What follows belongs to an exercise in optimizing a design on an open flow for small area, a short achievable clock period and few clock cycles; a production flow would make more cautious choices.
At most, simulation tests tie the RTL to the original design; equivalence was not proved.
For run 1, only the layout was checked, not whether the RTL still works.
Power is estimated from default activity; no workload was simulated.

**design.v**
```verilog
`timescale 1ns / 1ps
package bmp_pkg;
   localparam logic [12:0] LIMIT_LEN    = 13'd4096;
   localparam logic [12:0] LIMIT_LEN_P1 = 13'd4097;
   localparam logic [5:0]  LIMIT_BITS   = 6'd32;
   localparam logic [7:0]  MARKER_BYTE  = 8'hFF;
   localparam logic [1:0] CSR_MAX_LEN   = 2'd0;
   localparam logic [1:0] CSR_MAX_BITS  = 2'd1;
   localparam logic [1:0] CSR_MIN_PLEN  = 2'd2;
   localparam logic [7:0] MT_OPEN   = 8'd1;
   localparam logic [7:0] MT_UPDATE = 8'd2;
   localparam logic [7:0] MT_LAST   = 8'd4;
   localparam logic [7:0] AT_ORIGIN  = 8'd1;
   localparam logic [7:0] AT_AS_PATH = 8'd2;
   localparam logic [7:0] AT_NHOP    = 8'd3;
   localparam logic [7:0] AT_MED     = 8'd4;
   localparam logic [7:0] AT_LPREF   = 8'd5;
   localparam logic [7:0] AT_ATOMIC  = 8'd6;
   localparam logic [7:0] AT_AGGR    = 8'd7;
   localparam logic [4:0] KIND_HEADER  = 5'd0;
   localparam logic [4:0] KIND_VERSION = 5'd1;
   localparam logic [4:0] KIND_ASN     = 5'd2;
   localparam logic [4:0] KIND_HOLD    = 5'd3;
   localparam logic [4:0] KIND_BGP_ID  = 5'd4;
   localparam logic [4:0] KIND_PARAM   = 5'd5;
   localparam logic [4:0] KIND_WDRAWN  = 5'd6;
   localparam logic [4:0] KIND_ORIGIN  = 5'd7;
   localparam logic [4:0] KIND_PATH    = 5'd8;
   localparam logic [4:0] KIND_NHOP    = 5'd9;
   localparam logic [4:0] KIND_MED     = 5'd10;
   localparam logic [4:0] KIND_LPREF   = 5'd11;
   localparam logic [4:0] KIND_ATOMIC  = 5'd12;
   localparam logic [4:0] KIND_AGGR    = 5'd13;
   localparam logic [4:0] KIND_NLRI    = 5'd14;
   localparam logic [4:0] KIND_EMPTY   = 5'd15;
   localparam logic [4:0] KIND_END     = 5'd16;
   localparam logic [3:0] ST_OK       = 4'd0;
   localparam logic [3:0] ST_MARKER   = 4'd1;
   localparam logic [3:0] ST_LENGTH   = 4'd2;
   localparam logic [3:0] ST_TYPE     = 4'd3;
   localparam logic [3:0] ST_PARAMS   = 4'd4;
   localparam logic [3:0] ST_PREFIX   = 4'd5;
   localparam logic [3:0] ST_ATOMIC   = 4'd6;
   localparam logic [3:0] ST_ATTR     = 4'd7;
   localparam logic [3:0] ST_NLRI     = 4'd8;
   localparam logic [3:0] ST_UNPARSED = 4'd9;
   localparam logic [4:0] PH_IDLE    = 5'd0;
   localparam logic [4:0] PH_MARKER  = 5'd1;
   localparam logic [4:0] PH_LEN     = 5'd2;
   localparam logic [4:0] PH_TYPE    = 5'd3;
   localparam logic [4:0] PH_O_VER   = 5'd4;
   localparam logic [4:0] PH_O_ASN   = 5'd5;
   localparam logic [4:0] PH_O_HOLD  = 5'd6;
   localparam logic [4:0] PH_O_ID    = 5'd7;
   localparam logic [4:0] PH_O_PLEN  = 5'd8;
   localparam logic [4:0] PH_O_PTYPE = 5'd9;
   localparam logic [4:0] PH_O_PLENB = 5'd10;
   localparam logic [4:0] PH_O_PVAL  = 5'd11;
   localparam logic [4:0] PH_U_WLEN  = 5'd12;
   localparam logic [4:0] PH_U_WPLEN = 5'd13;
   localparam logic [4:0] PH_U_WPFX  = 5'd14;
   localparam logic [4:0] PH_U_ALEN  = 5'd15;
   localparam logic [4:0] PH_A_FLAGS = 5'd16;
   localparam logic [4:0] PH_A_TYPE  = 5'd17;
   localparam logic [4:0] PH_A_LEN   = 5'd18;
   localparam logic [4:0] PH_V_ORIG  = 5'd19;   
   localparam logic [4:0] PH_V_NML   = 5'd20;   
   localparam logic [4:0] PH_V_AGGR  = 5'd21;   
   localparam logic [4:0] PH_AS_SEG  = 5'd22;   
   localparam logic [4:0] PH_AS_CNT  = 5'd23;   
   localparam logic [4:0] PH_AS_HI   = 5'd24;   
   localparam logic [4:0] PH_AS_LO   = 5'd25;   
   localparam logic [4:0] PH_N_PLEN  = 5'd26;
   localparam logic [4:0] PH_N_PFX   = 5'd27;
   localparam logic [4:0] PH_SKIP    = 5'd28;
   typedef struct packed {
      logic [4:0]  kind;
      logic [31:0] value;
      logic [15:0] aux;
   } rec_type;
   function automatic rec_type mk_rec(logic [4:0] kind, logic [31:0] value,
                                      logic [15:0] aux);
      rec_type r;
      r.kind  = kind;
      r.value = value;
      r.aux   = aux;
      mk_rec = r;
   endfunction
   function automatic rec_type end_rec(logic [12:0] pos, logic [7:0] mtype,
                                       logic [3:0] status);
      rec_type r;
      r.kind  = KIND_END;
      r.value = {19'd0, pos};
      r.aux   = {4'd0, status, mtype};
      end_rec = r;
   endfunction
endpackage
`timescale 1ns / 1ps
module bgp_message_parser_unit (
   input  logic        clock,
   input  logic        reset,
   input  logic        req_tvalid,
   output logic        req_tready,
   input  logic [7:0]  req_tdata,    
   input  logic        req_tuser,    
   output logic        rsp_tvalid,
   input  logic        rsp_tready,
   output logic [55:0] rsp_tdata,    
   output logic [4:0]  rsp_tuser,    
   output logic        rsp_tlast,    
   input  logic        csr_valid,
   output logic        csr_ready,
   input  logic [1:0]  csr_index,
   input  logic [12:0] csr_data
);
   logic [12:0] limp1_ff;
   logic [5:0]  blim_ff;
   logic [7:0]  min_plen_ff;
   logic        iv_ff, iv1_ff;
   logic [7:0]  ib_ff, ib1_ff;
   logic        iu_ff, iu1_ff;
   logic [4:0]  ph_ff, ph_in;
   logic [12:0] pos_ff, pos_in;      
   logic [12:0] mrem_ff, mrem_in;    
   logic [7:0]  mtype_ff, mtype_in;
   logic [31:0] acc_ff, acc_in;
   logic [11:0] bl_ff, bl_in;        
   logic [12:0] srem_ff, srem_in;    
   logic [15:0] auxr_ff, auxr_in;    
   logic [1:0]  kidx_ff, kidx_in;    
   bmp_pkg::rec_type el_rec;           
   logic        first_end;           
   logic        st_end;              
   logic [3:0]  st0, st1;            
   logic        n1, n2;              
   logic [52:0] q0_ff;               
   logic [3:0]  q0_st;               
   logic        q0_ref;              
   logic        c1_ff, c2_ff;        
   logic go;                         
   logic rsp_fire;
   assign rsp_fire  = rsp_tvalid & rsp_tready;
   assign csr_ready = 1'b1;
   always_ff @(posedge clock) begin
      if (reset) begin
         limp1_ff    <= bmp_pkg::LIMIT_LEN_P1;
         blim_ff     <= bmp_pkg::LIMIT_BITS;
         min_plen_ff <= 8'd2;
      end else if (csr_valid) begin
         case (csr_index)
            bmp_pkg::CSR_MAX_LEN:
               limp1_ff <= (csr_data > bmp_pkg::LIMIT_LEN) ? bmp_pkg::LIMIT_LEN_P1 :
                           csr_data + 13'd1;
            bmp_pkg::CSR_MAX_BITS:
               blim_ff <= (csr_data[5:0] > bmp_pkg::LIMIT_BITS) ? bmp_pkg::LIMIT_BITS :
                          csr_data[5:0];
            bmp_pkg::CSR_MIN_PLEN:
               min_plen_ff <= csr_data[7:0];
            default: ;
         endcase
      end
   end
   logic lastb, quiet, need2, need0;
   assign lastb = (ph_ff != bmp_pkg::PH_IDLE) && (ph_ff != bmp_pkg::PH_MARKER) &&
                  (ph_ff != bmp_pkg::PH_LEN) && (mrem_ff == 13'd1);
   always_comb begin
      case (ph_ff)
         bmp_pkg::PH_IDLE, bmp_pkg::PH_O_ID, bmp_pkg::PH_O_PVAL, bmp_pkg::PH_A_TYPE,
         bmp_pkg::PH_AS_SEG, bmp_pkg::PH_AS_HI:
            quiet = 1'b1;
         bmp_pkg::PH_LEN, bmp_pkg::PH_U_WLEN, bmp_pkg::PH_U_ALEN, bmp_pkg::PH_O_ASN,
         bmp_pkg::PH_O_HOLD, bmp_pkg::PH_U_WPFX, bmp_pkg::PH_N_PFX, bmp_pkg::PH_V_NML,
         bmp_pkg::PH_V_AGGR, bmp_pkg::PH_A_LEN:
            quiet = (bl_ff != 12'd1);
         default:
            quiet = 1'b0;
      endcase
   end
   assign need2 = (iu_ff && ph_ff != bmp_pkg::PH_IDLE) || lastb;
   assign need0 = !iu_ff && quiet && !lastb;
   logic elp;
   always_comb begin
      case (ph_ff)
         bmp_pkg::PH_TYPE, bmp_pkg::PH_O_VER, bmp_pkg::PH_O_PLEN, bmp_pkg::PH_O_PLENB,
         bmp_pkg::PH_U_WPLEN, bmp_pkg::PH_N_PLEN, bmp_pkg::PH_V_ORIG, bmp_pkg::PH_AS_LO:
            elp = !iu_ff;
         bmp_pkg::PH_O_ASN, bmp_pkg::PH_O_HOLD, bmp_pkg::PH_U_WPFX, bmp_pkg::PH_N_PFX,
         bmp_pkg::PH_A_LEN, bmp_pkg::PH_V_NML, bmp_pkg::PH_V_AGGR:
            elp = !iu_ff && (bl_ff == 12'd1);
         default:
            elp = 1'b0;
      endcase
   end
   logic pop_ok;
   assign pop_ok = rsp_tready && !q0_ref;
   assign go = iv_ff && (!c1_ff || (!c2_ff && (pop_ok || (!need2 && !elp))) ||
                         (c2_ff && (need0 || (pop_ok && !need2 && !elp))));
   assign req_tready = !iv1_ff;
   always_ff @(posedge clock) begin
      if (reset) begin
         iv_ff  <= 1'b0;
         iv1_ff <= 1'b0;
      end else begin
         iv_ff  <= iv1_ff || (iv_ff && !go) || req_tvalid;
         iv1_ff <= iv1_ff ? !go : (iv_ff && !go && req_tvalid);
      end
   end
   always_ff @(posedge clock) begin
      if (!iv_ff || (go && !iv1_ff)) begin
         ib_ff <= req_tdata;
         iu_ff <= req_tuser;
      end else if (go) begin
         ib_ff <= ib1_ff;
         iu_ff <= iu1_ff;
      end
      if (!iv1_ff) begin
         ib1_ff <= req_tdata;
         iu1_ff <= req_tuser;
      end
   end
   function automatic logic nb_ge(logic [7:0] b, logic [12:0] x);
      nb_ge = (x == 13'd0) || (x == 13'd1 && b != 8'd0) || (x == 13'd2 && b > 8'd8) ||
              (x == 13'd3 && b > 8'd16) || (x == 13'd4 && b > 8'd24);
   endfunction
   always_comb begin : decode
      logic [7:0]  b;
      logic [11:0] bln;
      logic [12:0] sremn;
      logic [31:0] acc_sh;
      logic [31:0] acc_pf;
      logic [31:0] accx;       
      logic        clr;        
      logic [15:0] v;          
      logic        v_ge;       
      logic [3:0]  nb;
      logic        bl1;
      logic        lenknown;
      logic        ok;
      logic [4:0]  ph_ok;      
      logic        el;         
      logic [4:0]  el_kind;
      logic        el_auxb;    
      logic        er;         
      logic [3:0]  er_st;
      logic        bnd;        
      logic [3:0]  bnd_st;
      logic        mk_bad;     
      b        = ib_ff;
      bln      = bl_ff - 12'd1;
      sremn    = srem_ff - 13'd1;
      bl1      = (bl_ff == 12'd1);
      lenknown = (ph_ff != bmp_pkg::PH_IDLE) && (ph_ff != bmp_pkg::PH_MARKER) &&
                 (ph_ff != bmp_pkg::PH_LEN);
      acc_sh   = {acc_ff[23:0], b};
      acc_pf   = acc_ff;
      case (kidx_ff)
         2'd0:    acc_pf[31:24] = b;
         2'd1:    acc_pf[23:16] = b;
         2'd2:    acc_pf[15:8]  = b;
         default: acc_pf[7:0]   = b;
      endcase
      v  = acc_sh[15:0];
      nb = (b == 8'd0) ? 4'd0 : (b <= 8'd8) ? 4'd1 : (b <= 8'd16) ? 4'd2 :
           (b <= 8'd24) ? 4'd3 : 4'd4;
      v_ge = (v >= {3'd0, srem_ff});
      ph_ok    = ph_ff;
      pos_in   = pos_ff + 13'd1;
      mrem_in  = mrem_ff - 13'd1;
      mtype_in = mtype_ff;
      accx     = acc_ff;
      clr      = 1'b0;
      bl_in    = bl_ff;
      srem_in  = srem_ff;
      auxr_in  = auxr_ff;
      kidx_in  = kidx_ff;
      ok       = 1'b0;
      el       = 1'b0;
      el_kind  = bmp_pkg::KIND_HEADER;
      el_auxb  = 1'b0;
      er       = 1'b0;
      er_st    = bmp_pkg::ST_OK;
      case (ph_ff)
         bmp_pkg::PH_MARKER: begin
            if (b != bmp_pkg::MARKER_BYTE) begin
               er = 1'b1; er_st = bmp_pkg::ST_MARKER;
            end else if (pos_ff == 13'd15) begin
               ph_ok   = bmp_pkg::PH_LEN;
               bl_in   = 12'd2;
               srem_in = limp1_ff;
               clr   = 1'b1;
            end
         end
         bmp_pkg::PH_LEN: begin
            accx  = acc_sh;
            bl_in = bln;
            if (bl1) begin
               if (v < 16'd19 || v_ge) begin
                  er = 1'b1; er_st = bmp_pkg::ST_LENGTH;
               end else begin
                  mrem_in = v[12:0] - 13'd18;
                  ph_ok   = bmp_pkg::PH_TYPE;
               end
            end
         end
         bmp_pkg::PH_TYPE: begin
            mtype_in = b;
            clr      = 1'b1;
            auxr_in  = 16'd0;
            srem_in  = (mrem_ff < 13'd4) ? 13'd0 : mrem_ff - 13'd4;
            if (b < bmp_pkg::MT_OPEN || b > bmp_pkg::MT_LAST) begin
               er = 1'b1; er_st = bmp_pkg::ST_TYPE;
            end else begin
               el      = 1'b1;
               el_kind = bmp_pkg::KIND_HEADER;
               el_auxb = 1'b1;
               bl_in   = 12'd2;
               if (b == bmp_pkg::MT_OPEN)        ph_ok = bmp_pkg::PH_O_VER;
               else if (b == bmp_pkg::MT_UPDATE) ph_ok = bmp_pkg::PH_U_WLEN;
               else                              ph_ok = bmp_pkg::PH_SKIP;
            end
         end
         bmp_pkg::PH_O_VER: begin
            accx    = acc_sh;
            clr     = 1'b1;
            el      = 1'b1;
            el_kind = bmp_pkg::KIND_VERSION;
            ph_ok   = bmp_pkg::PH_O_ASN;
            bl_in   = 12'd2;
         end
         bmp_pkg::PH_O_ASN, bmp_pkg::PH_O_HOLD: begin
            accx  = acc_sh;
            bl_in = bln;
            if (bl1) begin
               el      = 1'b1;
               el_kind = (ph_ff == bmp_pkg::PH_O_ASN) ? bmp_pkg::KIND_ASN : bmp_pkg::KIND_HOLD;
               ph_ok   = (ph_ff == bmp_pkg::PH_O_ASN) ? bmp_pkg::PH_O_HOLD : bmp_pkg::PH_O_ID;
               bl_in   = (ph_ff == bmp_pkg::PH_O_ASN) ? 12'd2 : 12'd4;
               clr     = 1'b1;
            end
         end
         bmp_pkg::PH_O_ID: begin
            accx  = acc_sh;
            bl_in = bln;
            if (bl1) ph_ok = bmp_pkg::PH_O_PLEN;
         end
         bmp_pkg::PH_O_PLEN: begin
            clr = 1'b1;
            if (b < min_plen_ff) begin
               er = 1'b1; er_st = bmp_pkg::ST_PARAMS;
            end else if ({5'd0, b} != mrem_in) begin
               er = 1'b1; er_st = bmp_pkg::ST_LENGTH;
            end else begin
               el      = 1'b1;
               el_kind = bmp_pkg::KIND_BGP_ID;
               el_auxb = 1'b1;
               srem_in = {5'd0, b};
               ph_ok   = bmp_pkg::PH_O_PTYPE;
            end
         end
         bmp_pkg::PH_O_PTYPE: begin
            if (srem_ff < 13'd2) begin
               er = 1'b1; er_st = bmp_pkg::ST_PARAMS;
            end else begin
               srem_in = sremn;
               auxr_in = {8'd0, b};
               ph_ok   = bmp_pkg::PH_O_PLENB;
            end
         end
         bmp_pkg::PH_O_PLENB: begin
            accx    = acc_sh;
            clr     = 1'b1;
            srem_in = sremn;
            if ({5'd0, b} >= srem_ff) begin
               er = 1'b1; er_st = bmp_pkg::ST_PARAMS;
            end else begin
               el      = 1'b1;
               el_kind = bmp_pkg::KIND_PARAM;
               bl_in   = {4'd0, b};
               ph_ok   = (b == 8'd0) ? bmp_pkg::PH_O_PTYPE : bmp_pkg::PH_O_PVAL;
            end
         end
         bmp_pkg::PH_O_PVAL: begin
            srem_in = sremn;
            bl_in   = bln;
            if (bl1) ph_ok = bmp_pkg::PH_O_PTYPE;
         end
         bmp_pkg::PH_U_WLEN: begin
            accx  = acc_sh;
            bl_in = bln;
            if (bl1) begin
               clr     = (v == 16'd0);
               srem_in = (v == 16'd0) ? mrem_ff - 13'd2 : v[12:0];
               bl_in   = 12'd2;
               if (v_ge) begin
                  er = 1'b1; er_st = bmp_pkg::ST_NLRI;
               end else begin
                  ph_ok = (v == 16'd0) ? bmp_pkg::PH_U_ALEN : bmp_pkg::PH_U_WPLEN;
               end
            end
         end
         bmp_pkg::PH_U_WPLEN, bmp_pkg::PH_N_PLEN: begin
            accx    = 32'd0;
            auxr_in = {8'd0, b};
            bl_in   = {8'd0, nb};
            kidx_in = 2'd0;
            if (ph_ff == bmp_pkg::PH_U_WPLEN) srem_in = sremn;
            if (b > {2'd0, blim_ff}) begin
               er = 1'b1; er_st = bmp_pkg::ST_PREFIX;
            end else if (ph_ff == bmp_pkg::PH_U_WPLEN && nb_ge(b, srem_ff)) begin
               er = 1'b1; er_st = bmp_pkg::ST_PREFIX;
            end else if (ph_ff == bmp_pkg::PH_N_PLEN && nb_ge(b, mrem_ff)) begin
               er = 1'b1; er_st = bmp_pkg::ST_NLRI;
            end else if (nb == 4'd0) begin
               el      = 1'b1;
               el_kind = (ph_ff == bmp_pkg::PH_U_WPLEN) ? bmp_pkg::KIND_WDRAWN :
                                                          bmp_pkg::KIND_NLRI;
               el_auxb = 1'b1;
               if (ph_ff == bmp_pkg::PH_U_WPLEN && srem_ff == 13'd1) begin
                  ph_ok   = bmp_pkg::PH_U_ALEN;
                  bl_in   = 12'd2;
                  srem_in = mrem_ff - 13'd2;
               end
            end else begin
               ph_ok = (ph_ff == bmp_pkg::PH_U_WPLEN) ? bmp_pkg::PH_U_WPFX :
                                                        bmp_pkg::PH_N_PFX;
            end
         end
         bmp_pkg::PH_U_WPFX, bmp_pkg::PH_N_PFX: begin
            if (ph_ff == bmp_pkg::PH_U_WPFX) srem_in = sremn;
            accx    = acc_pf;
            kidx_in = kidx_ff + 2'd1;
            bl_in   = bln;
            if (bl1) begin
               el      = 1'b1;
               el_kind = (ph_ff == bmp_pkg::PH_U_WPFX) ? bmp_pkg::KIND_WDRAWN :
                                                         bmp_pkg::KIND_NLRI;
               clr     = 1'b1;
               bl_in   = 12'd2;
               if (ph_ff == bmp_pkg::PH_U_WPFX && srem_ff == 13'd1) srem_in = mrem_ff - 13'd2;
               if (ph_ff == bmp_pkg::PH_N_PFX)  ph_ok = bmp_pkg::PH_N_PLEN;
               else if (srem_ff == 13'd1)       ph_ok = bmp_pkg::PH_U_ALEN;
               else                             ph_ok = bmp_pkg::PH_U_WPLEN;
            end
         end
         bmp_pkg::PH_U_ALEN: begin
            accx  = acc_sh;
            bl_in = bln;
            if (bl1) begin
               srem_in = v[12:0];
               if (v_ge) begin
                  er = 1'b1; er_st = bmp_pkg::ST_NLRI;
               end else begin
                  ph_ok = (v == 16'd0) ? bmp_pkg::PH_N_PLEN : bmp_pkg::PH_A_FLAGS;
               end
            end
         end
         bmp_pkg::PH_A_FLAGS: begin
            srem_in = sremn;
            bl_in   = b[4] ? 12'd2 : 12'd1;
            if (srem_ff < (b[4] ? 13'd4 : 13'd3)) begin
               er = 1'b1; er_st = bmp_pkg::ST_ATTR;
            end else begin
               ph_ok = bmp_pkg::PH_A_TYPE;
            end
         end
         bmp_pkg::PH_A_TYPE: begin
            srem_in = sremn;
            auxr_in = {8'd0, b};
            clr     = 1'b1;
            ph_ok   = bmp_pkg::PH_A_LEN;
         end
         bmp_pkg::PH_A_LEN: begin
            srem_in = sremn;
            accx    = acc_sh;
            bl_in   = bln;
            if (bl1) begin
               bl_in = v[11:0];
               clr   = 1'b1;
               if (v_ge) begin
                  er = 1'b1; er_st = bmp_pkg::ST_ATTR;
               end else if (v == 16'd0) begin
                  el      = 1'b1;
                  el_kind = (auxr_ff[7:0] == bmp_pkg::AT_ATOMIC) ? bmp_pkg::KIND_ATOMIC :
                                                                   bmp_pkg::KIND_EMPTY;
                  ph_ok   = (srem_ff == 13'd1) ? bmp_pkg::PH_N_PLEN : bmp_pkg::PH_A_FLAGS;
               end else if (auxr_ff[7:0] == bmp_pkg::AT_ATOMIC) begin
                  er = 1'b1; er_st = bmp_pkg::ST_ATOMIC;
               end else begin
                  case (auxr_ff[7:0])
                     bmp_pkg::AT_ORIGIN:  ok = (v == 16'd1);
                     bmp_pkg::AT_AS_PATH: ok = (v != 16'd1);
                     bmp_pkg::AT_NHOP,
                     bmp_pkg::AT_MED,
                     bmp_pkg::AT_LPREF:   ok = (v == 16'd4);
                     bmp_pkg::AT_AGGR:    ok = (v == 16'd6);
                     default:             ok = 1'b0;
                  endcase
                  if (!ok) begin
                     er = 1'b1; er_st = bmp_pkg::ST_ATTR;
                  end else begin
                     case (auxr_ff[7:0])
                        bmp_pkg::AT_ORIGIN:  ph_ok = bmp_pkg::PH_V_ORIG;
                        bmp_pkg::AT_AS_PATH: ph_ok = bmp_pkg::PH_AS_SEG;
                        bmp_pkg::AT_AGGR:    ph_ok = bmp_pkg::PH_V_AGGR;
                        default:             ph_ok = bmp_pkg::PH_V_NML;
                     endcase
                  end
               end
            end
         end
         bmp_pkg::PH_V_ORIG, bmp_pkg::PH_V_NML, bmp_pkg::PH_V_AGGR, bmp_pkg::PH_AS_SEG,
         bmp_pkg::PH_AS_CNT, bmp_pkg::PH_AS_HI, bmp_pkg::PH_AS_LO: begin
            srem_in = sremn;
            bl_in   = bln;
            accx    = acc_sh;
            case (ph_ff)
               bmp_pkg::PH_V_ORIG: begin
                  el      = 1'b1;
                  el_kind = bmp_pkg::KIND_ORIGIN;
               end
               bmp_pkg::PH_V_NML: begin
                  el      = bl1;
                  el_kind = (auxr_ff[7:0] == bmp_pkg::AT_NHOP) ? bmp_pkg::KIND_NHOP :
                            (auxr_ff[7:0] == bmp_pkg::AT_MED)  ? bmp_pkg::KIND_MED :
                                                                 bmp_pkg::KIND_LPREF;
               end
               bmp_pkg::PH_V_AGGR: begin
                  if (bl_ff == 12'd5) begin
                     auxr_in = acc_sh[15:0];
                     clr     = 1'b1;
                  end
                  el      = bl1;
                  el_kind = bmp_pkg::KIND_AGGR;
               end
               bmp_pkg::PH_AS_SEG: begin
                  auxr_in = {8'd0, b};
                  ph_ok   = bmp_pkg::PH_AS_CNT;
               end
               bmp_pkg::PH_AS_CNT: begin
                  clr   = 1'b1;
                  ph_ok = bmp_pkg::PH_AS_HI;
                  if ({3'd0, b, 1'b1} != bl_ff) begin
                     er = 1'b1; er_st = bmp_pkg::ST_ATTR;
                  end
               end
               bmp_pkg::PH_AS_HI: begin
                  ph_ok = bmp_pkg::PH_AS_LO;
               end
               default: begin   
                  el      = 1'b1;
                  el_kind = bmp_pkg::KIND_PATH;
                  clr     = 1'b1;
                  ph_ok   = bmp_pkg::PH_AS_HI;
               end
            endcase
            if (bl1) ph_ok = (srem_ff == 13'd1) ? bmp_pkg::PH_N_PLEN : bmp_pkg::PH_A_FLAGS;
         end
         default: ;
      endcase
      acc_in = clr ? 32'd0 : accx;
      bnd    = lenknown && (mrem_ff == 13'd1) && !er;
      bnd_st = (ph_ok == bmp_pkg::PH_O_PTYPE || ph_ok == bmp_pkg::PH_N_PLEN) ?
               bmp_pkg::ST_OK :
               (ph_ok == bmp_pkg::PH_SKIP) ? bmp_pkg::ST_UNPARSED : bmp_pkg::ST_LENGTH;
      ph_in  = (er || bnd) ? bmp_pkg::PH_IDLE : ph_ok;
      el_rec.kind  = el_kind;
      el_rec.value = accx;
      el_rec.aux   = el_auxb ? {8'd0, b} : auxr_ff;
      first_end    = er || !el;
      st0          = er ? er_st : bnd_st;
      st1          = bnd_st;
      st_end       = 1'b0;
      n1           = er || el || bnd;
      n2           = el && bnd;
      mk_bad = (b != bmp_pkg::MARKER_BYTE);
      if (iu_ff) begin
         ph_in    = mk_bad ? bmp_pkg::PH_IDLE : bmp_pkg::PH_MARKER;
         pos_in   = 13'd1;
         mtype_in = 8'd0;
         first_end = 1'b1;
         st_end    = (ph_ff != bmp_pkg::PH_IDLE);
         st0       = st_end ? bmp_pkg::ST_LENGTH : bmp_pkg::ST_MARKER;
         st1       = bmp_pkg::ST_MARKER;
         n1        = st_end || mk_bad;
         n2        = st_end && mk_bad;
      end
      if (!go) begin
         n1 = 1'b0;
         n2 = 1'b0;
      end
   end
   always_ff @(posedge clock) begin
      if (reset) begin
         ph_ff <= bmp_pkg::PH_IDLE;
      end else if (go) begin
         ph_ff <= ph_in;
      end
   end
   always_ff @(posedge clock) begin
      if (go && (iu_ff || ph_ff != bmp_pkg::PH_IDLE)) pos_ff <= pos_in;
   end
   always_ff @(posedge clock) begin
      if (go) begin
         mrem_ff  <= mrem_in;
         mtype_ff <= mtype_in;
         acc_ff   <= acc_in;
         bl_ff    <= bl_in;
         srem_ff  <= srem_in;
         auxr_ff  <= auxr_in;
         kidx_ff  <= kidx_in;
      end
   end
   always_ff @(posedge clock) begin
      if (reset) begin
         c1_ff <= 1'b0;
         c2_ff <= 1'b0;
      end else begin
         c1_ff <= c2_ff || (c1_ff && !rsp_fire) || n1;
         c2_ff <= (c2_ff && !rsp_fire) || ((c2_ff || (c1_ff && !rsp_fire)) && n1) || n2;
      end
   end
   logic [3:0]  q1_st;
   logic        q0_free;
   bmp_pkg::rec_type end_ff;
   assign end_ff  = bmp_pkg::end_rec(pos_ff, mtype_ff, 4'd0);
   assign q0_free = !c1_ff || (!c2_ff && rsp_fire);
   always_ff @(posedge clock) begin
      if (q0_free) begin
         q0_ff  <= iu_ff ? end_ff : el_rec;
         q0_ref <= iu_ff ? !st_end : first_end;
         q0_st  <= first_end ? st0 : 4'd0;
      end else if (rsp_fire || q0_ref) begin
         q0_ff  <= end_ff;
         q0_ref <= 1'b0;
         if (rsp_fire) q0_st <= q1_st;
      end
      if (q0_free) begin
         q1_st <= st1;
      end else if (!c2_ff || rsp_fire) begin
         q1_st <= st0;
      end
   end
   bmp_pkg::rec_type head;
   assign head       = q0_ff;
   assign rsp_tvalid = c1_ff && !q0_ref;
   assign rsp_tuser  = head.kind;
   assign rsp_tlast  = head.kind[4];
   assign rsp_tdata  = {4'd0, q0_st, head.aux, head.value};
endmodule
```
**run.sh**
```bash
#!/bin/bash
# synth_recipe.tcl (not shown) runs the flow's synth.tcl, then flattens the netlist and writes it again
# the make line also repeats each setting of config.mk as NAME=value (left out here)
make -C /OpenROAD-flow-scripts/flow DESIGN_CONFIG=/design/flow/config.mk WORK_HOME=/design/flow/orfs CLKGATE_MAP_FILE= SYNTH_SCRIPT=/design/flow/synth_recipe.tcl finish
```
**config.mk**
```make
export PLATFORM = sky130hd
export DESIGN_NAME = bgp_message_parser_unit
export DESIGN_NICKNAME = bgp_message_parser_unit
export VERILOG_FILES = /design/flow/design.v
export SDC_FILE = /design/flow/constraint.sdc
export NUM_CORES = 4
export LEC_CHECK = 0
export CAP_MARGIN = 20
export CORE_MARGIN = 2
export CORE_UTILIZATION = 40
export SETUP_SLACK_MARGIN = 5.0
export SLEW_MARGIN = 20
```
**constraint.sdc**
```tcl
create_clock -name core_clock -period 8.5 [get_ports {clock}]
set_input_delay 1.7000 -clock core_clock [delete_from_list [all_inputs] [get_ports {clock}]]
set_output_delay 1.7000 -clock core_clock [all_outputs]
set_load 0.01 [all_outputs]
```
==> impl_metrics.env, run 1 <==
export IMPL_status="no timing/DRC/antenna violations"
export IMPL_fin_crit_sh_pct=43.1
export IMPL_power_density_mw_per_mm2=142
export IMPL_cts_sinks=225
export IMPL_ios=94
export IMPL_ys_seq_area_share_pct=41.6
export IMPL_synth_cells=1727
export IMPL_drc=0
export IMPL_first_pass_iters=7
export IMPL_ys_types=90
export IMPL_grt_max_degree=68
export IMPL_rsz0062_at_grt="yes"
export IMPL_max_freq_mhz=273
export IMPL_power_internal_mw=2.11
export IMPL_ys_warn_count=1
export IMPL_async_flop_share_pct=0
export IMPL_overflow=0
export IMPL_syn_area_per_cell_um2=8.90
export IMPL_dp_hpwl_um=40100
export IMPL_ir_worst_vdd_mv=0.141
export IMPL_routed_via_density=6.27
export IMPL_numCtsBuffers=27
export IMPL_netlist_area_leader_share_pct=36.9
export IMPL_arrival_ps=4120
export IMPL_worstMarginPinSlew_ps=964
export IMPL_start_util_pct=40.7
export IMPL_critical_path_endpoint_type="register"
export IMPL_p_clk_share_pct=40.8
export IMPL_nNetsFinal=1981
export IMPL_synth_area_mm2=0.0154
export IMPL_hold_viol_final=0
export IMPL_critPathLaunchType="register"
export IMPL_tritoncts="built"
export IMPL_grt_pass1_vias=14300
export IMPL_area_delta_synth_final_pct=30.5
export IMPL_timing_critical_path_fanout_max=7
export IMPL_groute_usage_overall_pct=30.1
export IMPL_vias=15300
export IMPL_die_y_um=200
export IMPL_synthFlopType="edfxtp_1"
export IMPL_cts_htree_levels=1
export IMPL_synth_largest_area_cell="edfxtp_1"
export IMPL_max_cap_violations=0
export IMPL_cts_buffer_depth=3
export IMPL_drtAntennaViolNets=0
export IMPL_io_buffers=88
export IMPL_synth_common_cells="nor2_1 (222), edfxtp_1 (189), nand2_1 (155), a21oi_1 (107), o21ai_0 (102)"
export IMPL_required_ps=8950
export IMPL_setup_viol=0
export IMPL_slew_violations=0
export IMPL_wl_um=62100
export IMPL_wire_per_inst_um=25.5
export IMPL_holdPathEnd="min_plen_ff[1]"
export IMPL_clk_pin_slew_ps=60
export IMPL_root_buffer="clkbuf_16"
export IMPL_p_leak_nw=7.26
export IMPL_final_layout_size_suffix_gt1_share_pct=20.6
export IMPL_synth_edf_count=189
export IMPL_p_seq_share_pct=45.0
export IMPL_synthTopCellsByArea="edfxtp_1 (37%), nor2_1 (5.4%), dfxtp_1 (4.7%)"
export IMPL_reg2reg_to="c2_ff"
export IMPL_yosys_cell_count_top_type="nor2_1"
export IMPL_r2r_cells=13
export IMPL_slew_headroom_pct=35.2
export IMPL_grt_pass1_wl_um=89700
export IMPL_r2r_slack_ps=4830
export IMPL_antenna_found_initial=1
export IMPL_holdPathStages=2
export IMPL_worstSetupPathType="reg -> reg"
export IMPL_chipWidth_um=200
export IMPL_hold_slack_ps=484
export IMPL_swShare_pct=25.9
export IMPL_gp_congestion=1.06
export IMPL_switchingPower_mw=0.737
export IMPL_std_cell_rows=71
export IMPL_dieArea_mm2=0.0400
export IMPL_p_comb_share_pct=14.2
export IMPL_reg2reg_from="ib_ff[0]"
export IMPL_drt_iter0_drc=1686
export IMPL_hp_class="reg -> reg"
export IMPL_coreArea_mm2=0.0378
export IMPL_synth_seq_cells=225
export IMPL_insertion_delay_ps=580
export IMPL_hp_start="min_plen_ff[1]"
export IMPL_min_period_ps=3670
export IMPL_fin_skew_ps=28.9
export IMPL_tns_ps=0
per-stage QoR:
stage / cells / area [um^2] / worst slack (ps) / power [mW] / util (%)
floorplan: 1730 / 15500 / 5000 / 1.47 / -
global placement: 2228 / 16700 / 3930 / 1.60 / 44.1
detailed placement: 2229 / 16700 / 3890 / 1.61 / 44.2
CTS: 2379 / 19200 / 4930 / 2.83 / 50.9
global route: 2433 / 20100 / 4710 / 2.93 / 53.1
finish: 2435 / 20100 / 4830 / 2.85 / 53.1
power groups by stage:
stage	Sequential [mW]	Combinational, mW	Clock, mW
after floorplan	1.31	0.162	0
after global placement	1.31	0.294	0
after detailed placement	1.31	0.297	0
after CTS	1.28	0.375	1.18
after global routing	1.29	0.428	1.22
final	1.28	0.403	1.16
layout by cell type, fill, tap and decap left out, types with 10 or more instances in the layout:
master	n
edfxtp_1	189
nor2b_1	16
nor2_1	207
buf_12	15
a221oi_1	12
inv_1	49
nand3_1	47
dfxtp_1	34
o211ai_1	19
nand4_1	20
a21o_1	11
clkdlybuf4s50_1	87
mux2_2	10
nand2_1	151
xor2_1	38
a21oi_1	98
o21ai_0	89
a31oi_1	16
ha_1	46
a22oi_1	26
nand2b_1	22
and3_1	15
o21ai_1	13
buf_4	135
a222oi_1	27
buf_6	20
mux2i_1	22
clkbuf_16	31
nor4_4	11
and2_1	30
nor3_1	40
xnor2_1	53
cell families (layout without fill, tap and decap cells):
kind of cell	count (synthesis)	count (layout)	synth area share [%]
xor+xnor	93	93	5.48
buf+inv	187	377	4.91
simple gates	687	688	22.0
flops	225	225	41.6
other cells	2	7	0.0488
fa+ha+maj	52	52	4.21
mux	33	33	2.24
compound gates	448	449	19.5
layout make-up:
cell class	count	area, um^2
inverter	56	235
antenna	2	5.00
tap	511	639
fill	3446	17700
clock inverter	19	188
timing repair inverter	1	8.76
sequential	225	6400
timing repair buffer	270	2720
clock buffer	31	691
multi-input combinational	1320	9170
metal layers:
metal | track usage, % | wire length, um
met5 | 0 | 0
met4 | 13.8 | 3220
met3 | 6.70 | 6320
met2 | 48.1 | 27600
met1 | 38.9 | 24900
what timing repair did:
| item | CTS | global route |
|---|---|---|
| resized for setup | 158 | 82 |
| hold buffers | 0 | 0 |
| endpoints found under the setup margin | 258 | 248 |
| gates cloned | 8 | 5 |
| pin swaps | 44 | 43 |
| buffers inserted | 92 | 49 |
worst max-delay path by stage:
| stage | from | endpoint | slack [ps] | depth (start not counted) |
|---|---|---|---|---|
| 2_1_floorplan | rsp_tready | auxr_ff[0] | 5000 | 5 |
| 3_3_place_gp | ib_ff[0] | q0_st[0] | 3930 | 14 |
| 3_5_place_dp | ib_ff[0] | q0_st[0] | 3890 | 14 |
| 4_1_cts | ib_ff[6] | q0_st[1] | 4930 | 16 |
| 5_1_grt | auxr_ff[5] | q0_st[1] | 4710 | 11 |
| 6_report | ib_ff[0] | c2_ff | 4830 | 13 |
critical path, stage by stage, from the launching register on:
cell      delay (ps)
edfxtp_1         440
buf_12           180
buf_4            150
or3_4            390
a31oi_4          230
a211o_1          210
o221ai_4         140
a2111o_1         420
a311oi_2         350
o311ai_4         180
or3_4            420
o221ai_4         210
a211o_1          160
o31ai_1           60
flip-flops by register name, indices dropped and copies added (netlist names), 2 cells and up:
name         cells
q0_ff           53
acc_ff          32
auxr_ff         16
limp1_ff        13
mrem_ff         13
pos_ff          13
srem_ff         13
bl_ff           12
ib1_ff           8
ib_ff            8
min_plen_ff      8
mtype_ff         8
blim_ff          6
ph_ff            5
q0_st            4
q1_st            4
kidx_ff          2
==> run 2: changes to the inputs <==
--- a/design.v
+++ b/design.v
@@ -389,7 +389,7 @@
             bl_in = bln;
             if (bl1) begin
                clr     = (v == 16'd0);
-               srem_in = (v == 16'd0) ? mrem_ff - 13'd2 : v[12:0];
+               srem_in = (v == 16'd0) ? mrem_in : v[12:0];
                bl_in   = 12'd2;
                if (v_ge) begin
                   er = 1'b1; er_st = bmp_pkg::ST_NLRI;
@@ -418,7 +418,7 @@
                if (ph_ff == bmp_pkg::PH_U_WPLEN && srem_ff == 13'd1) begin
                   ph_ok   = bmp_pkg::PH_U_ALEN;
                   bl_in   = 12'd2;
-                  srem_in = mrem_ff - 13'd2;
+                  srem_in = mrem_in;
                end
             end else begin
                ph_ok = (ph_ff == bmp_pkg::PH_U_WPLEN) ? bmp_pkg::PH_U_WPFX :
@@ -436,15 +436,16 @@
                                                          bmp_pkg::KIND_NLRI;
                clr     = 1'b1;
                bl_in   = 12'd2;
-               if (ph_ff == bmp_pkg::PH_U_WPFX && srem_ff == 13'd1) srem_in = mrem_ff - 13'd2;
+               if (ph_ff == bmp_pkg::PH_U_WPFX && srem_ff == 13'd1) srem_in = mrem_in;
                if (ph_ff == bmp_pkg::PH_N_PFX)  ph_ok = bmp_pkg::PH_N_PLEN;
                else if (srem_ff == 13'd1)       ph_ok = bmp_pkg::PH_U_ALEN;
                else                             ph_ok = bmp_pkg::PH_U_WPLEN;
             end
          end
          bmp_pkg::PH_U_ALEN: begin
-            accx  = acc_sh;
-            bl_in = bln;
+            accx    = acc_sh;
+            bl_in   = bln;
+            srem_in = sremn;
             if (bl1) begin
                srem_in = v[12:0];
                if (v_ge) begin
==> impl_metrics.env, run 2 <==
export IMPL_layout_common_cells="nor2_1 (218), edfxtp_1 (189), nand2_1 (154)"
export IMPL_wire_per_inst_um=25.3
export IMPL_nNetsFinal=1994
export IMPL_status="no timing/DRC/antenna violations"
export IMPL_ios=94
export IMPL_reg2reg_to="q0_st[0]"
export IMPL_ys_warn_count=1
export IMPL_routed_via_density=6.28
export IMPL_crit_family="simple AND/OR/NAND/NOR gates"
export IMPL_slew_headroom_pct=27.9
export IMPL_area_delta_synth_final_pct=27.5
export IMPL_insertion_delay_ps=580
export IMPL_power_density_mw_per_mm2=150
export IMPL_drc=0
export IMPL_fin_crit_sh_pct=45.3
export IMPL_dpl_cell_area_mm2=0.0169
export IMPL_antenna_found_initial=1
export IMPL_final_layout_size_suffix_gt1_share_pct=18.3
export IMPL_holdBufCountCts=0
export IMPL_crit_top_cell="or4_4"
export IMPL_die_y_um=201
export IMPL_cts_buffer_depth=3
export IMPL_placed_cells=2284
export IMPL_final_common_cell="nor2_1"
export IMPL_drt_iter0_drc=1921
export IMPL_dp_slack_ps=3300
export IMPL_final_cells=2454
export IMPL_worstSetupPathType="reg -> reg"
export IMPL_synthTopCellsByArea="edfxtp_1 (37%), nor2_1 (5.5%), dfxtp_1 (4.7%)"
export IMPL_synth_largest_area_cell="edfxtp_1"
export IMPL_synth_edf_count=189
export IMPL_yosys_cell_count_top_type="nor2_1"
export IMPL_reg2reg_from="srem_ff[4]"
export IMPL_vias=15400
export IMPL_grt_pass1_wl_um=90100
export IMPL_hp_class="reg -> reg"
export IMPL_path_buf_inv=0
export IMPL_synth_cells=1759
export IMPL_dp_hpwl_um=41100
export IMPL_coreArea_mm2=0.0384
export IMPL_worst_path_stages=11
export IMPL_top_regs="q0_ff: 53 flops, acc_ff: 32 flops, auxr_ff: 16 flops"
export IMPL_largest_reg_flops=53
export IMPL_ir_worst_vdd_mv=0.154
export IMPL_synth_seq_cells=225
export IMPL_dieArea_mm2=0.0402
export IMPL_setup_viol=0
export IMPL_crit_path_start="srem_ff[4]"
export IMPL_rsz0062_at_grt="yes"
export IMPL_path_cells="nor4_4 -> nand3_4 -> a211oi_4 -> o32ai_2 -> or4_4 -> or4_4 -> nor3_4 -> o21ai_2 -> or4_4 -> nand2_2 -> a221o_2"
export IMPL_first_pass_iters=6
export IMPL_clk_pin_slew_ps=60
export IMPL_max_freq_mhz=260
export IMPL_drtAntennaViolNets=0
export IMPL_max_stage_delay_ps=590
export IMPL_synth_common_cells="nor2_1 (228), edfxtp_1 (189), nand2_1 (159), a21oi_1 (131), o21ai_0 (122)"
export IMPL_root_buffer="clkbuf_16"
export IMPL_cts_htree_levels=1
export IMPL_endpoint="q0_st[0]"
export IMPL_worstMarginPinSlew_ps=1080
export IMPL_cts_sinks=225
export IMPL_min_period_ps=3850
export IMPL_arrival_ps=4290
export IMPL_ys_types=88
export IMPL_start_util_pct=40.3
export IMPL_groute_usage_overall_pct=29.2
export IMPL_power_total_mw=2.96
export IMPL_critical_path_endpoint_type="register"
export IMPL_hold_viol_final=0
export IMPL_io_buffers=88
export IMPL_required_ps=8940
export IMPL_gp_congestion=1.07
export IMPL_slew_violations=0
export IMPL_overflow=0
export IMPL_holdPathStages=2
export IMPL_p_leak_nw=7.23
export IMPL_netlist_area_leader_share_pct=36.7
export IMPL_wl_um=62100
export IMPL_r2r_slack_ps=4650
export IMPL_grt_pass1_vias=14200
export IMPL_std_cell_rows=72
export IMPL_max_cap_violations=0
export IMPL_hold_slack_ps=484
export IMPL_r2r_cells=11
export IMPL_utilization_pct=51.4
export IMPL_fin_skew_ps=29.4
export IMPL_tns_ps=0
export IMPL_numCtsBuffers=26
export IMPL_async_flop_share_pct=0
export IMPL_fin_area_mm2=0.0197
export IMPL_syn_area_per_cell_um2=8.79
export IMPL_chipWidth_um=201
export IMPL_cp_slowest_cell="or4_4"
export IMPL_setup_ws_ps=4650
export IMPL_grt_max_degree=63
export IMPL_synthFlopType="edfxtp_1"
export IMPL_timing_critical_path_fanout_max=4
export IMPL_synth_area_mm2=0.0155
export IMPL_tritoncts="built"
export IMPL_critPathLaunchType="register"
export IMPL_largest_register="q0_ff"
export IMPL_ys_seq_area_share_pct=41.4
## run 2: changes by cell type after synthesis, sizes merged, moves of 8 or more
| cell | before | now |
|---|---|---|
| o21ai | 109 | 134 |
| a21oi | 107 | 131 |
| and2 | 36 | 22 |
| nand3 | 50 | 37 |
| xor2 | 38 | 26 |
| buf | 37 | 26 |
| nand2b | 27 | 19 |
| o22ai | 9 | 17 |
## run 2: kinds of logic after synthesis
group                    Yosys count  share of synthesized area [%]
AO/OA/AOI/OAI                    505                           21.3
flip-flops                       225                           41.4
buffers and inverters            185                           4.71
multiplexers                      33                           2.23
XOR/XNOR                          84                           4.76
adder cells (fa/ha/maj)           52                           4.18
AND/OR/NAND/NOR                  673                           21.4
other                              2                         0.0486
## run 2: how the worst min path moves through the flow
| stage | start | endpoint | slack [ps] |
|---|---|---|---|
| after floorplan | min_plen_ff[1] | min_plen_ff[1] | 450 |
| after detailed placement | min_plen_ff[1] | min_plen_ff[1] | 480 |
| after global placement | min_plen_ff[1] | min_plen_ff[1] | 470 |
| after global routing | blim_ff[3] | blim_ff[3] | 520 |
| after CTS | min_plen_ff[1] | min_plen_ff[1] | 490 |
| final | min_plen_ff[1] | min_plen_ff[1] | 480 |
## run 2: metal layers
layer | vias up | part of all wire [%] | track usage [%]
met4 | 0 | 5.5 | 15.3
met2 | 958 | 44 | 46.3
met5 | - | 0 | 0
met1 | 7355 | 39 | 38.9
met3 | 196 | 11 | 4.09
li1 | 6903 | - | -
## run 2: power breakdown
part	internal (mW)	leakage (nW)	total [mW]	switching, mW
combinational	0.219	4.58	0.513	0.294
sequential	1.27	2.24	1.30	0.0374
clock	0.655	0.412	1.14	0.490
## run 2: final cells by class
class	instances	area (um^2)
flip-flops and latches	225	6400
clock buffers	28	658
multi-input cells	1353	9060
inverters	58	260
well taps	518	648
fillers	3585	18700
diodes	1	2.50
repair buffers	251	2490
clock inverters	20	195
## run 2: what timing repair did
action | 4_1_cts | 5_1_grt
pin swaps | 19 | 32
buffers inserted | 50 | 61
gates resized for setup | 105 | 91
gates cloned | 6 | 4
endpoints found under the setup margin | 244 | 199
## run 2: tightest hold or removal path, stage by stage (launching register included)
cell	delay, ps
dfxtp_1	320
nand2_1	50
o211ai_1	80
Testbench counts of run 2, summed over its fixed seeds: cycles 123,666.
==> run 3: changes to the inputs <==
--- a/design.v
+++ b/design.v
@@ -218,6 +218,67 @@
          iu1_ff <= req_tuser;
       end
    end
+   logic       pe;           
+   logic [4:0] pe_kind;
+   logic       pe_auxb;      
+   always_comb begin
+      pe      = 1'b0;
+      pe_kind = bmp_pkg::KIND_HEADER;
+      pe_auxb = 1'b0;
+      case (ph_ff)
+         bmp_pkg::PH_TYPE: begin
+            pe = 1'b1; pe_kind = bmp_pkg::KIND_HEADER; pe_auxb = 1'b1;
+         end
+         bmp_pkg::PH_O_VER: begin
+            pe = 1'b1; pe_kind = bmp_pkg::KIND_VERSION;
+         end
+         bmp_pkg::PH_O_ASN: begin
+            pe = (bl_ff == 12'd1); pe_kind = bmp_pkg::KIND_ASN;
+         end
+         bmp_pkg::PH_O_HOLD: begin
+            pe = (bl_ff == 12'd1); pe_kind = bmp_pkg::KIND_HOLD;
+         end
+         bmp_pkg::PH_O_PLEN: begin
+            pe = 1'b1; pe_kind = bmp_pkg::KIND_BGP_ID; pe_auxb = 1'b1;
+         end
+         bmp_pkg::PH_O_PLENB: begin
+            pe = 1'b1; pe_kind = bmp_pkg::KIND_PARAM;
+         end
+         bmp_pkg::PH_U_WPLEN: begin
+            pe = (ib_ff == 8'd0); pe_kind = bmp_pkg::KIND_WDRAWN; pe_auxb = 1'b1;
+         end
+         bmp_pkg::PH_N_PLEN: begin
+            pe = (ib_ff == 8'd0); pe_kind = bmp_pkg::KIND_NLRI; pe_auxb = 1'b1;
+         end
+         bmp_pkg::PH_U_WPFX: begin
+            pe = (bl_ff == 12'd1); pe_kind = bmp_pkg::KIND_WDRAWN;
+         end
+         bmp_pkg::PH_N_PFX: begin
+            pe = (bl_ff == 12'd1); pe_kind = bmp_pkg::KIND_NLRI;
+         end
+         bmp_pkg::PH_A_LEN: begin
+            pe      = (bl_ff == 12'd1) && ({acc_ff[7:0], ib_ff} == 16'd0);
+            pe_kind = (auxr_ff[7:0] == bmp_pkg::AT_ATOMIC) ? bmp_pkg::KIND_ATOMIC :
+                                                             bmp_pkg::KIND_EMPTY;
+         end
+         bmp_pkg::PH_V_ORIG: begin
+            pe = 1'b1; pe_kind = bmp_pkg::KIND_ORIGIN;
+         end
+         bmp_pkg::PH_V_NML: begin
+            pe      = (bl_ff == 12'd1);
+            pe_kind = (auxr_ff[7:0] == bmp_pkg::AT_NHOP) ? bmp_pkg::KIND_NHOP :
+                      (auxr_ff[7:0] == bmp_pkg::AT_MED)  ? bmp_pkg::KIND_MED :
+                                                           bmp_pkg::KIND_LPREF;
+         end
+         bmp_pkg::PH_V_AGGR: begin
+            pe = (bl_ff == 12'd1); pe_kind = bmp_pkg::KIND_AGGR;
+         end
+         bmp_pkg::PH_AS_LO: begin
+            pe = 1'b1; pe_kind = bmp_pkg::KIND_PATH;
+         end
+         default: ;
+      endcase
+   end
    function automatic logic nb_ge(logic [7:0] b, logic [12:0] x);
       nb_ge = (x == 13'd0) || (x == 13'd1 && b != 8'd0) || (x == 13'd2 && b > 8'd8) ||
               (x == 13'd3 && b > 8'd16) || (x == 13'd4 && b > 8'd24);
@@ -320,6 +381,7 @@
             end
          end
          bmp_pkg::PH_O_VER: begin
+            srem_in = sremn;
             accx    = acc_sh;
             clr     = 1'b1;
             el      = 1'b1;
@@ -328,6 +390,7 @@
             bl_in   = 12'd2;
          end
          bmp_pkg::PH_O_ASN, bmp_pkg::PH_O_HOLD: begin
+            if (ph_ff == bmp_pkg::PH_O_HOLD) srem_in = sremn;
             accx  = acc_sh;
             bl_in = bln;
             if (bl1) begin
@@ -339,15 +402,16 @@
             end
          end
          bmp_pkg::PH_O_ID: begin
-            accx  = acc_sh;
-            bl_in = bln;
+            srem_in = sremn;
+            accx    = acc_sh;
+            bl_in   = bln;
             if (bl1) ph_ok = bmp_pkg::PH_O_PLEN;
          end
          bmp_pkg::PH_O_PLEN: begin
             clr = 1'b1;
             if (b < min_plen_ff) begin
                er = 1'b1; er_st = bmp_pkg::ST_PARAMS;
-            end else if ({5'd0, b} != mrem_in) begin
+            end else if ({5'd0, b} != srem_ff) begin
                er = 1'b1; er_st = bmp_pkg::ST_LENGTH;
             end else begin
                el      = 1'b1;
@@ -559,20 +623,20 @@
          default: ;
       endcase
       acc_in = clr ? 32'd0 : accx;
-      bnd    = lenknown && (mrem_ff == 13'd1) && !er;
+      bnd    = lastb && !er;
       bnd_st = (ph_ok == bmp_pkg::PH_O_PTYPE || ph_ok == bmp_pkg::PH_N_PLEN) ?
                bmp_pkg::ST_OK :
                (ph_ok == bmp_pkg::PH_SKIP) ? bmp_pkg::ST_UNPARSED : bmp_pkg::ST_LENGTH;
       ph_in  = (er || bnd) ? bmp_pkg::PH_IDLE : ph_ok;
-      el_rec.kind  = el_kind;
+      el_rec.kind  = pe_kind;
       el_rec.value = accx;
-      el_rec.aux   = el_auxb ? {8'd0, b} : auxr_ff;
-      first_end    = er || !el;
+      el_rec.aux   = pe_auxb ? {8'd0, b} : auxr_ff;
+      first_end    = er || !pe;
       st0          = er ? er_st : bnd_st;
       st1          = bnd_st;
       st_end       = 1'b0;
-      n1           = er || el || bnd;
-      n2           = el && bnd;
+      n1           = er || pe || lastb;
+      n2           = pe && lastb && !er;
       mk_bad = (b != bmp_pkg::MARKER_BYTE);
       if (iu_ff) begin
          ph_in    = mk_bad ? bmp_pkg::PH_IDLE : bmp_pkg::PH_MARKER;
==> impl_metrics.env, run 3 <==
export IMPL_holdBufCountCts=0
export IMPL_insertion_delay_ps=570
export IMPL_slew_violations=0
export IMPL_multi_input_area_mm2=0.00919
export IMPL_antenna_diode_count=0
export IMPL_path_buf_inv=2
export IMPL_synth_edf_count=189
export IMPL_ys_types=100
export IMPL_slew_headroom_pct=26.7
export IMPL_coreArea_mm2=0.0386
export IMPL_final_layout_size_suffix_gt1_share_pct=16.3
export IMPL_fillCellCount=3699
export IMPL_final_cells=2398
export IMPL_cts_sinks=225
export IMPL_tns_ps=0
export IMPL_synthFlopType="edfxtp_1"
export IMPL_fin_crit_sh_pct=45.2
export IMPL_crit_top_cell="o211a_1"
export IMPL_largest_reg_flops=53
export IMPL_synth_cells=1760
export IMPL_ios=94
export IMPL_synth_common_cells="nor2_1 (226), edfxtp_1 (189), nand2_1 (148), a21oi_1 (126), o21ai_0 (114)"
export IMPL_ir_worst_vdd_mv=0.149
export IMPL_worstMarginPinSlew_ps=1090
export IMPL_nNetsFinal=1939
export IMPL_synth_area_mm2=0.0156
export IMPL_grt_pass1_vias=14200
export IMPL_path_cells="buf_8 -> nand2b_1 -> nor3_1 -> a221oi_2 -> o211a_1 -> buf_4 -> o211a_1 -> o221ai_1 -> a21oi_2 -> o31ai_2"
export IMPL_timing_critical_path_fanout_max=55
export IMPL_drc=0
export IMPL_io_buffers=88
export IMPL_dp_hpwl_um=40200
export IMPL_required_ps=8860
export IMPL_max_stage_delay_ps=990
export IMPL_top_regs="q0_ff: 53 flops, acc_ff: 32 flops, auxr_ff: 16 flops"
export IMPL_reg2reg_from="ph_ff[1]"
export IMPL_numCtsBuffers=27
export IMPL_gp_congestion=1.01
export IMPL_crit_path_start="ph_ff[1]"
export IMPL_die_y_um=202
export IMPL_area_delta_synth_final_pct=23.6
export IMPL_yosys_cell_count_top_type="nor2_1"
export IMPL_clk_pin_slew_ps=60
export IMPL_wire_per_inst_um=24.5
export IMPL_regArea_mm2=0.00641
export IMPL_std_cell_rows=72
export IMPL_largest_register="q0_ff"
export IMPL_critical_path_endpoint_type="register"
export IMPL_routed_via_density=6.28
export IMPL_synth_largest_area_cell="edfxtp_1"
export IMPL_wl_um=58700
export IMPL_grt_max_degree=68
export IMPL_hp_start="blim_ff[1]"
export IMPL_hold_slack_ps=495
export IMPL_max_cap_violations=0
export IMPL_netlist_area_leader_share_pct=36.3
export IMPL_cp_slowest_cell="nor3_1"
export IMPL_fin_skew_ps=29.6
export IMPL_arrival_ps=4200
export IMPL_power_density_mw_per_mm2=155
export IMPL_cts_buffer_depth=3
export IMPL_vias=15100
export IMPL_p_leak_nw=6.95
export IMPL_setup_viol=0
export IMPL_hold_viol_final=0
export IMPL_worstSetupPathType="reg -> reg"
export IMPL_syn_area_per_cell_um2=8.87
export IMPL_synth_seq_cells=225
export IMPL_overflow=0
export IMPL_ys_warn_count=1
export IMPL_status="no timing/DRC/antenna violations"
export IMPL_crit_family="simple AND/OR/NAND/NOR gates"
export IMPL_chipWidth_um=202
export IMPL_rsz0062_at_grt="yes"
export IMPL_synthTopCellsByArea="edfxtp_1 (36%), nor2_1 (5.4%), dfxtp_1 (4.6%)"
export IMPL_min_period_ps=3840
export IMPL_start_util_pct=40.5
export IMPL_final_common_cell="nor2_1"
export IMPL_critPathLaunchType="register"
export IMPL_drtAntennaViolNets=0
export IMPL_antenna_found_initial=0
export IMPL_ys_seq_area_share_pct=40.9
export IMPL_dieArea_mm2=0.0406
export IMPL_layout_common_cells="nor2_1 (215), edfxtp_1 (189), nand2_1 (143)"
export IMPL_max_freq_mhz=260
export IMPL_placed_cells=2268
export IMPL_cts_htree_levels=1
export IMPL_root_buffer="clkbuf_16"
export IMPL_groute_usage_overall_pct=27.9
export IMPL_hp_class="reg -> reg"
export IMPL_tritoncts="built"
export IMPL_first_pass_iters=9
export IMPL_drt_iter0_drc=1721
export IMPL_grt_pass1_wl_um=87600
export IMPL_async_flop_share_pct=0
run 3: cell types whose count changed after synthesis, sizes merged, moves of 6 or more:
cell / change
inv: +6
nand2: -11
xor2: +15
a211oi: +12
o22ai: -6
and3: +7
xnor2: -18
buf: +19
clkbuf: -15
a21boi: +6
o22a: +6
o21ai: -14
run 3: worst paths after layout:
path,to,slack [ps],cells after the start
max,q0_st[1],4660,10
min,blim_ff[1],500,2
min reg2reg,blim_ff[1],500,2
max reg2reg,q0_st[1],4660,10
run 3: metal layers:
layer  GRT usage, %  vias to the layer above  routed length [um]
met5              0                        -                   0
met4           13.3                        0                3080
met3           4.49                      171                5870
met2           44.7                      883               26500
met1           36.9                     7222               23200
li1               -                     6792                   -
run 3: metrics by stage:
step	util (%)	cell area (um^2)	power (mW)	worst slack (ps)
2_1_floorplan	-	15700	1.62	4760
6_report	50.1	19300	3.00	4660
3_5_place_dp	43.9	16900	1.82	3190
5_1_grt	50.1	19300	3.10	4660
4_1_cts	49.0	18900	2.99	4820
3_3_place_gp	43.9	16900	1.81	3210
run 3: area by class of cell:
cell class	count	share of cell area, %
clock inverters	12	0.480
repair buffers	197	10.3
inverters	61	1.26
well taps	518	3.36
multi-input cells	1348	47.6
flip-flops and latches	225	33.2
clock buffers	37	3.86
run 3: tightest hold or removal path, stage by stage (launching register included):
cell     delay (ps)
dfxtp_1         330
a21oi_1          60
nor2_1           70
run 3: cell families after synthesis:
logic type	synth area share, %
simple gates	21.0
compound gates	22.5
buf+inv	5.02
flops	40.9
fa+ha+maj	4.13
other cells	0.0481
mux	1.82
xor+xnor	4.54
run 3: what timing repair did:
item | in CTS | in global routing
hold endpoints to repair | 0 | 0
pin swaps | 35 | 15
resized for setup | 115 | 57
gates cloned | 4 | 2
endpoints found under the setup margin | 224 | 154
buffers inserted | 61 | 14
run 3: power by group:
part	total, mW	internal, mW	switching [mW]
Sequential	1.33	1.28	0.0445
Combinational	0.556	0.227	0.329
Clock	1.12	0.642	0.476
Testbench counts of run 3, summed over its fixed seeds: cycles 123,666.

[re-timing with driven ports]
The flow's constraints put no driver on any port. The routed layouts listed below were extracted and timed again, unchanged, in two steps.
Step 1: set_driving_cell puts a clkbuf_16 on clock and a buf_2 on each other input, an assumption about the parent block.
Step 2 moves the port delays by t, midway between the first and last clock arrival at a register: inputs arrive t later, outputs are due t later. That takes back most of the time a late clock gives input paths.
Slacks: ideal ports / drivers / drivers and shift; pairs: ideal ports / drivers.
run | t, ns | setup slack, ns | latest minus earliest clock arrival (ns)
run 1 | 0.623 | 4.833 / 4.833 / 4.343 | 0.029 / 0.029
run 2 | 0.619 | 4.651 / 4.651 / 4.257 | 0.030 / 0.029
run 3 | 0.615 | 4.659 / 4.659 / 4.610 | 0.030 / 0.030
After both steps setup and hold are still met in every run listed. For run 1, which loses most, drivers alone change the setup slack by 0.000 ns; drivers and shift together by -0.490 ns.
